What follows belongs to an exercise in optimizing a design on an open flow for small area, a short achievable clock period and few clock cycles per item; a production flow would make more cautious choices. RTL that was checked went through simulation tests only; none was proved equivalent to the original. Power is estimated from default activity; no workload was simulated.

red:
==> flow/design.v <==
package lmps_pkg;
  localparam int COLUMNS_DEF  = 8;
  localparam int CHANNELS_DEF = 15;
  localparam int PIXELS_DEF   = 5;
  localparam int OP_W       = 2;
  localparam int COORD_W    = 3;
  localparam int BYTE_W     = 8;
  localparam int DRIVE_W    = 15;
  localparam int IN_DATA_W  = 32;
  localparam int OUT_DATA_W = 24;
  localparam logic [3:0] TICK_LAST = 4'd15;
  localparam logic [OP_W-1:0] OP_TICK  = 2'd0;
  localparam logic [OP_W-1:0] OP_WRITE = 2'd1;
  localparam logic [OP_W-1:0] OP_CLEAR = 2'd2;
  localparam logic [OP_W-1:0] OP_NOP   = 2'd3;
  localparam logic [1:0] ACT_NONE  = 2'd0;
  localparam logic [1:0] ACT_SHIFT = 2'd1;
  localparam logic [1:0] ACT_RESET = 2'd2;
endpackage
module lmps_ram #(
  parameter int COLUMNS = 8,
  parameter int PIXELS  = 5,
  parameter int PW      = 15
) (
  input  logic                       clk,
  input  logic                       rst,
  input  logic                       we,
  input  logic [2:0]                 wcol,
  input  logic [2:0]                 wpix,
  input  logic [PW-1:0]              wdata,
  input  logic                       clr,
  input  logic [COLUMNS-1:0]         rsel,
  output logic [PIXELS*PW-1:0]       rdata,
  output logic [PIXELS-1:0]          rvalid
);
  logic [PW-1:0]     mem [COLUMNS][PIXELS];
  logic [PIXELS-1:0] vld [COLUMNS];
  always_ff @(posedge clk) begin
    for (int c = 0; c < COLUMNS; c++) begin
      for (int p = 0; p < PIXELS; p++) begin
        if (we && wcol == 3'(c) && wpix == 3'(p)) begin
          mem[c][p] <= wdata;
        end
      end
    end
  end
  always_ff @(posedge clk) begin
    for (int c = 0; c < COLUMNS; c++) begin
      for (int p = 0; p < PIXELS; p++) begin
        if (rst || clr) begin
          vld[c][p] <= 1'b0;
        end else if (we && wcol == 3'(c) && wpix == 3'(p)) begin
          vld[c][p] <= 1'b1;
        end
      end
    end
  end
  always_comb begin
    rdata  = '0;
    rvalid = '0;
    for (int c = 0; c < COLUMNS; c++) begin
      for (int p = 0; p < PIXELS; p++) begin
        rdata[p*PW +: PW] = rdata[p*PW +: PW] | (mem[c][p] & {PW{rsel[c]}});
      end
      rvalid = rvalid | (vld[c] & {PIXELS{rsel[c]}});
    end
  end
endmodule
module lmps_enc (
  input  logic [7:0] s,
  output logic [4:0] code
);
  logic lo;
  logic hi;
  assign lo   = (s[7:4] == 4'd0);
  assign hi   = (s[7:4] == 4'd1) && (s[3:0] <= 4'd13);
  assign code = hi ? {1'b1, s[3:0] + 4'd1} :
                lo ? {1'b0, s[3:0]} : 5'd0;
endmodule
module lmps_seq (
  input  logic [4:0] code,
  input  logic [3:0] t,
  output logic       on_hold,
  output logic       on_tick
);
  logic [3:0] w;
  logic       lt;
  logic       eq;
  assign w  = code[3:0];
  assign eq = (t == w);
  assign lt = (!t[3] && w[3]) || ((t[3] == w[3]) &&
              ((!t[2] && w[2]) || ((t[2] == w[2]) &&
              ((!t[1] && w[1]) || ((t[1] == w[1]) &&
              (!t[0] && w[0]))))));
  assign on_tick = code[4] ^ lt;
  assign on_hold = code[4] ^ (lt || eq);
endmodule
module led_matrix_pwm_scanner #(
  parameter int COLUMNS  = lmps_pkg::COLUMNS_DEF,
  parameter int CHANNELS = lmps_pkg::CHANNELS_DEF
) (
  input  logic                              clk,
  input  logic                              rst,
  input  logic                              s_tvalid,
  output logic                              s_tready,
  input  logic [lmps_pkg::IN_DATA_W-1:0]    s_tdata,
  input  logic [lmps_pkg::OP_W-1:0]         s_tuser,
  output logic                              m_tvalid,
  input  logic                              m_tready,
  output logic [lmps_pkg::OUT_DATA_W-1:0]   m_tdata
);
  localparam int PIXELS = lmps_pkg::PIXELS_DEF;
  localparam int PW     = 15;
  localparam int RW     = lmps_pkg::DRIVE_W + 2;
  logic              in_rdy;
  logic              cmd_v;
  logic [1:0]        cmd_op;
  logic [2:0]        cmd_col;
  logic [2:0]        cmd_row;
  logic [PW-1:0]     cmd_pix;
  logic [PW-1:0]     in_pix;
  logic [3:0]        tick_pos;
  logic [COLUMNS-1:0] col_oh;
  logic [PIXELS*PW-1:0] snap;
  logic [PIXELS-1:0] snap_vld;
  logic [RW-1:0]     out_d;
  logic              rdy_int;
  logic              sk_v;
  logic [1:0]        sk_act;
  logic              exec;
  logic              is_tick;
  logic              reload;
  logic              do_write;
  logic              do_clear;
  logic [PIXELS*PW-1:0] col_data;
  logic [PIXELS-1:0] col_vld;
  logic [CHANNELS-1:0] drive;
  logic [1:0]        action;
  logic              cmd_v_nx;
  logic              sk_v_nx;
  assign s_tready = in_rdy;
  assign m_tdata  = {7'b0000000, out_d};
  assign rdy_int  = !(cmd_v && sk_v);
  assign exec     = cmd_v && !sk_v;
  assign is_tick  = exec && (cmd_op == lmps_pkg::OP_TICK);
  assign reload   = is_tick && (tick_pos == lmps_pkg::TICK_LAST);
  assign do_write = exec && (cmd_op == lmps_pkg::OP_WRITE);
  assign do_clear = exec && (cmd_op == lmps_pkg::OP_CLEAR);
  lmps_enc u_enc_b (.s(s_tdata[21:14]), .code(in_pix[4:0]));
  lmps_enc u_enc_r (.s(s_tdata[13:6]),  .code(in_pix[9:5]));
  lmps_enc u_enc_g (.s(s_tdata[29:22]), .code(in_pix[14:10]));
  lmps_ram #(
    .COLUMNS (COLUMNS),
    .PIXELS  (PIXELS),
    .PW      (PW)
  ) u_frame (
    .clk    (clk),
    .rst    (rst),
    .we     (do_write),
    .wcol   (cmd_col),
    .wpix   (cmd_row),
    .wdata  (cmd_pix),
    .clr    (do_clear),
    .rsel   (col_oh),
    .rdata  (col_data),
    .rvalid (col_vld)
  );
  for (genvar k = 0; k < CHANNELS; k++) begin : g_drive
    logic [4:0] fc;
    logic       on_hold;
    logic       on_tick;
    assign fc = col_data[5*k +: 5];
    lmps_seq u_cmp (
      .code    (snap[5*k +: 5]),
      .t       (tick_pos),
      .on_hold (on_hold),
      .on_tick (on_tick)
    );
    assign drive[k] = reload  ? (col_vld[k/3] && !fc[4] && (fc[3:0] != 4'd0)) :
                      is_tick ? (snap_vld[k/3] && on_tick)
                              : (snap_vld[k/3] && on_hold);
  end
  assign action = !reload   ? lmps_pkg::ACT_NONE :
                  col_oh[COLUMNS-1] ? lmps_pkg::ACT_RESET : lmps_pkg::ACT_SHIFT;
  assign cmd_v_nx = rdy_int ? s_tvalid : (cmd_v && !exec);
  assign sk_v_nx  = (!m_tvalid || m_tready) ? 1'b0 : (sk_v || exec);
  always_ff @(posedge clk) begin
    if (rst) begin
      cmd_v  <= 1'b0;
      in_rdy <= 1'b1;
    end else begin
      cmd_v  <= cmd_v_nx;
      in_rdy <= !(cmd_v_nx && sk_v_nx);
    end
  end
  always_ff @(posedge clk) begin
    if (rdy_int) begin
      cmd_op  <= s_tuser;
      cmd_col <= s_tdata[2:0];
      cmd_row <= s_tdata[5:3];
      cmd_pix <= in_pix;
    end
  end
  always_ff @(posedge clk) begin
    if (rst) begin
      tick_pos <= '0;
      col_oh   <= COLUMNS'(1);
      snap_vld <= '0;
    end else if (is_tick) begin
      tick_pos <= reload ? 4'd1 : tick_pos + 4'd1;
      if (reload) begin
        col_oh   <= {col_oh[COLUMNS-2:0], col_oh[COLUMNS-1]};
        snap_vld <= col_vld;
      end
    end
  end
  always_ff @(posedge clk) begin
    if (reload) begin
      snap <= col_data;
    end
  end
  always_ff @(posedge clk) begin
    if (rst) begin
      m_tvalid <= 1'b0;
      sk_v     <= 1'b0;
    end else begin
      m_tvalid <= (m_tvalid && !m_tready) || sk_v || exec;
      sk_v     <= sk_v_nx;
    end
  end
  always_ff @(posedge clk) begin
    if (rst) begin
      out_d <= '0;
    end else if (!m_tvalid || m_tready) begin
      out_d <= {sk_v ? sk_act : action, drive};
    end
    if (exec) begin
      sk_act <= action;
    end
  end
endmodule
export LEC_CHECK = 0
export CAP_MARGIN = 20
export CORE_MARGIN = 2
export CORE_UTILIZATION = 40
export CTS_CLUSTER_DIAMETER = 100
export CTS_CLUSTER_SIZE = 30
export SETUP_SLACK_MARGIN = 4.5
export SLEW_MARGIN = 20
export TNS_END_PERCENT = 0
create_clock -name core_clock -period 7.0 [get_ports {clk}]
run.sh (not shown) runs the stock make flow with config.mk's settings and CLKGATE_MAP_FILE= SYNTH_SCRIPT=/design/flow/synth_recipe.tcl, a recipe that flattens the netlist after the stock synthesis.
Testbench counts of red, summed over its fixed seeds: cycles 12,016, items 12,000.
[inputs] blue vs red
==> flow/design.v, changed modules only <==
module led_matrix_pwm_scanner #(
  parameter int COLUMNS  = lmps_pkg::COLUMNS_DEF,
  parameter int CHANNELS = lmps_pkg::CHANNELS_DEF
) (
  input  logic                              clk,
  input  logic                              rst,
  input  logic                              s_tvalid,
  output logic                              s_tready,
  input  logic [lmps_pkg::IN_DATA_W-1:0]    s_tdata,
  input  logic [lmps_pkg::OP_W-1:0]         s_tuser,
  output logic                              m_tvalid,
  input  logic                              m_tready,
  output logic [lmps_pkg::OUT_DATA_W-1:0]   m_tdata
);
  localparam int PIXELS = lmps_pkg::PIXELS_DEF;
  localparam int PW     = 15;
  localparam int RW     = lmps_pkg::DRIVE_W + 2;
  logic              in_rdy;
  logic              cmd_v;
  logic              cmd_tick;
  logic [PW-1:0]     in_pix;
  logic [3:0]        tick_pos;
  logic [COLUMNS-1:0] col_oh;
  logic [PIXELS*PW-1:0] snap;
  logic [PIXELS-1:0] snap_vld;
  logic [RW-1:0]     out_d;
  logic              sk_v;
  logic [1:0]        sk_act;
  logic              exec;
  logic              is_tick;
  logic              reload;
  logic              do_write;
  logic              do_clear;
  logic [PIXELS*PW-1:0] col_data;
  logic [PIXELS-1:0] col_vld;
  logic [CHANNELS-1:0] drive;
  logic [1:0]        action;
  logic              cmd_v_nx;
  logic              sk_v_nx;
  assign s_tready = in_rdy;
  assign m_tdata  = {7'b0000000, out_d};
  assign exec     = cmd_v && !sk_v;
  assign is_tick  = exec && cmd_tick;
  assign reload   = is_tick && (tick_pos == lmps_pkg::TICK_LAST);
  assign do_write = s_tvalid && in_rdy && (s_tuser == lmps_pkg::OP_WRITE);
  assign do_clear = s_tvalid && in_rdy && (s_tuser == lmps_pkg::OP_CLEAR);
  lmps_enc u_enc_b (.s(s_tdata[21:14]), .code(in_pix[4:0]));
  lmps_enc u_enc_r (.s(s_tdata[13:6]),  .code(in_pix[9:5]));
  lmps_enc u_enc_g (.s(s_tdata[29:22]), .code(in_pix[14:10]));
  lmps_ram #(
    .COLUMNS (COLUMNS),
    .PIXELS  (PIXELS),
    .PW      (PW)
  ) u_frame (
    .clk    (clk),
    .rst    (rst),
    .we     (do_write),
    .wcol   (s_tdata[2:0]),
    .wpix   (s_tdata[5:3]),
    .wdata  (in_pix),
    .clr    (do_clear),
    .rsel   (col_oh),
    .rdata  (col_data),
    .rvalid (col_vld)
  );
  for (genvar k = 0; k < CHANNELS; k++) begin : g_drive
    logic [4:0] fc;
    logic       on_hold;
    logic       on_tick;
    assign fc = col_data[5*k +: 5];
    lmps_seq u_cmp (
      .code    (snap[5*k +: 5]),
      .t       (tick_pos),
      .on_hold (on_hold),
      .on_tick (on_tick)
    );
    assign drive[k] = reload  ? (col_vld[k/3] && !fc[4] && (fc[3:0] != 4'd0)) :
                      is_tick ? (snap_vld[k/3] && on_tick)
                              : (snap_vld[k/3] && on_hold);
  end
  assign action = !reload   ? lmps_pkg::ACT_NONE :
                  col_oh[COLUMNS-1] ? lmps_pkg::ACT_RESET : lmps_pkg::ACT_SHIFT;
  assign cmd_v_nx = in_rdy ? s_tvalid : (cmd_v && !exec);
  assign sk_v_nx  = (!m_tvalid || m_tready) ? 1'b0 : (sk_v || exec);
  always_ff @(posedge clk) begin
    if (rst) begin
      cmd_v  <= 1'b0;
      in_rdy <= 1'b1;
    end else begin
      cmd_v  <= cmd_v_nx;
      in_rdy <= !(cmd_v_nx && sk_v_nx);
    end
  end
  always_ff @(posedge clk) begin
    if (in_rdy) begin
      cmd_tick <= (s_tuser == lmps_pkg::OP_TICK);
    end
  end
  always_ff @(posedge clk) begin
    if (rst) begin
      tick_pos <= '0;
      col_oh   <= COLUMNS'(1);
      snap_vld <= '0;
    end else if (is_tick) begin
      tick_pos <= reload ? 4'd1 : tick_pos + 4'd1;
      if (reload) begin
        col_oh   <= {col_oh[COLUMNS-2:0], col_oh[COLUMNS-1]};
        snap_vld <= col_vld;
      end
    end
  end
  always_ff @(posedge clk) begin
    if (reload) begin
      snap <= col_data;
    end
  end
  always_ff @(posedge clk) begin
    if (rst) begin
      m_tvalid <= 1'b0;
      sk_v     <= 1'b0;
    end else begin
      m_tvalid <= (m_tvalid && !m_tready) || sk_v || exec;
      sk_v     <= sk_v_nx;
    end
  end
  always_ff @(posedge clk) begin
    if (!m_tvalid || m_tready) begin
      out_d <= {sk_v ? sk_act : action, drive};
    end
    if (exec) begin
      sk_act <= action;
    end
  end
endmodule
## What came out
Delta (blue minus red): area added between synthesis and finish rose by 7.2 points; total via count in the routed design increased by about 5.4% relative to the old numbers; post-synthesis compound-gate area fraction went down 0.87 points.
Compared with red, blue shows fmax that has gone down by a few percent.
Count of buffering cells on the critical path with inverters included, red and blue, lower one = red.
Number of antenna violations at the first check in global routing ends up lower on red.
Of red and blue, blue shows the higher fraction of area in multi-input gates, with red below it.
Cmp blue vs red: reported net switching power higher in blue
The clock period minus final worst setup slack in blue was higher than what red gave.
On layout sequential cell count: between red and blue, it ends up lower for blue.
No functional check of the RTL was part of blue.

-- static timing again, ports no longer ideal --
No port has a modelled driver above. Below, the same layouts with a new extraction and two added sets of constraints. Step 1 sets driving cells, clkbuf_16 on the clock port and buf_2 on the other inputs (assumed; they add their load-dependent delay and slew). Step 2 times the ports against the registers' clock, not the clock port: input delays grow and output delays shrink by t, the midpoint of the rising clock arrivals with the driver on. Three values: no drivers, after step 1, after step 2; two values: the first two.
run	t (ns)	setup slack, ns	worst hold slack (ns)	worst data-port slew with drivers (ns)	cell pins on the clock port's net
red	0.679	4.412 / 4.351 / 3.839	0.478 / 0.478 / 0.478	0.04	1
blue	0.685	4.345 / 4.298 / 3.695	0.478 / 0.478 / 0.478	0.11	1
After both steps setup and hold are still met in every run listed. For blue, which loses most, drivers alone change the setup slack by -0.047 ns; drivers and shift together by -0.650 ns.
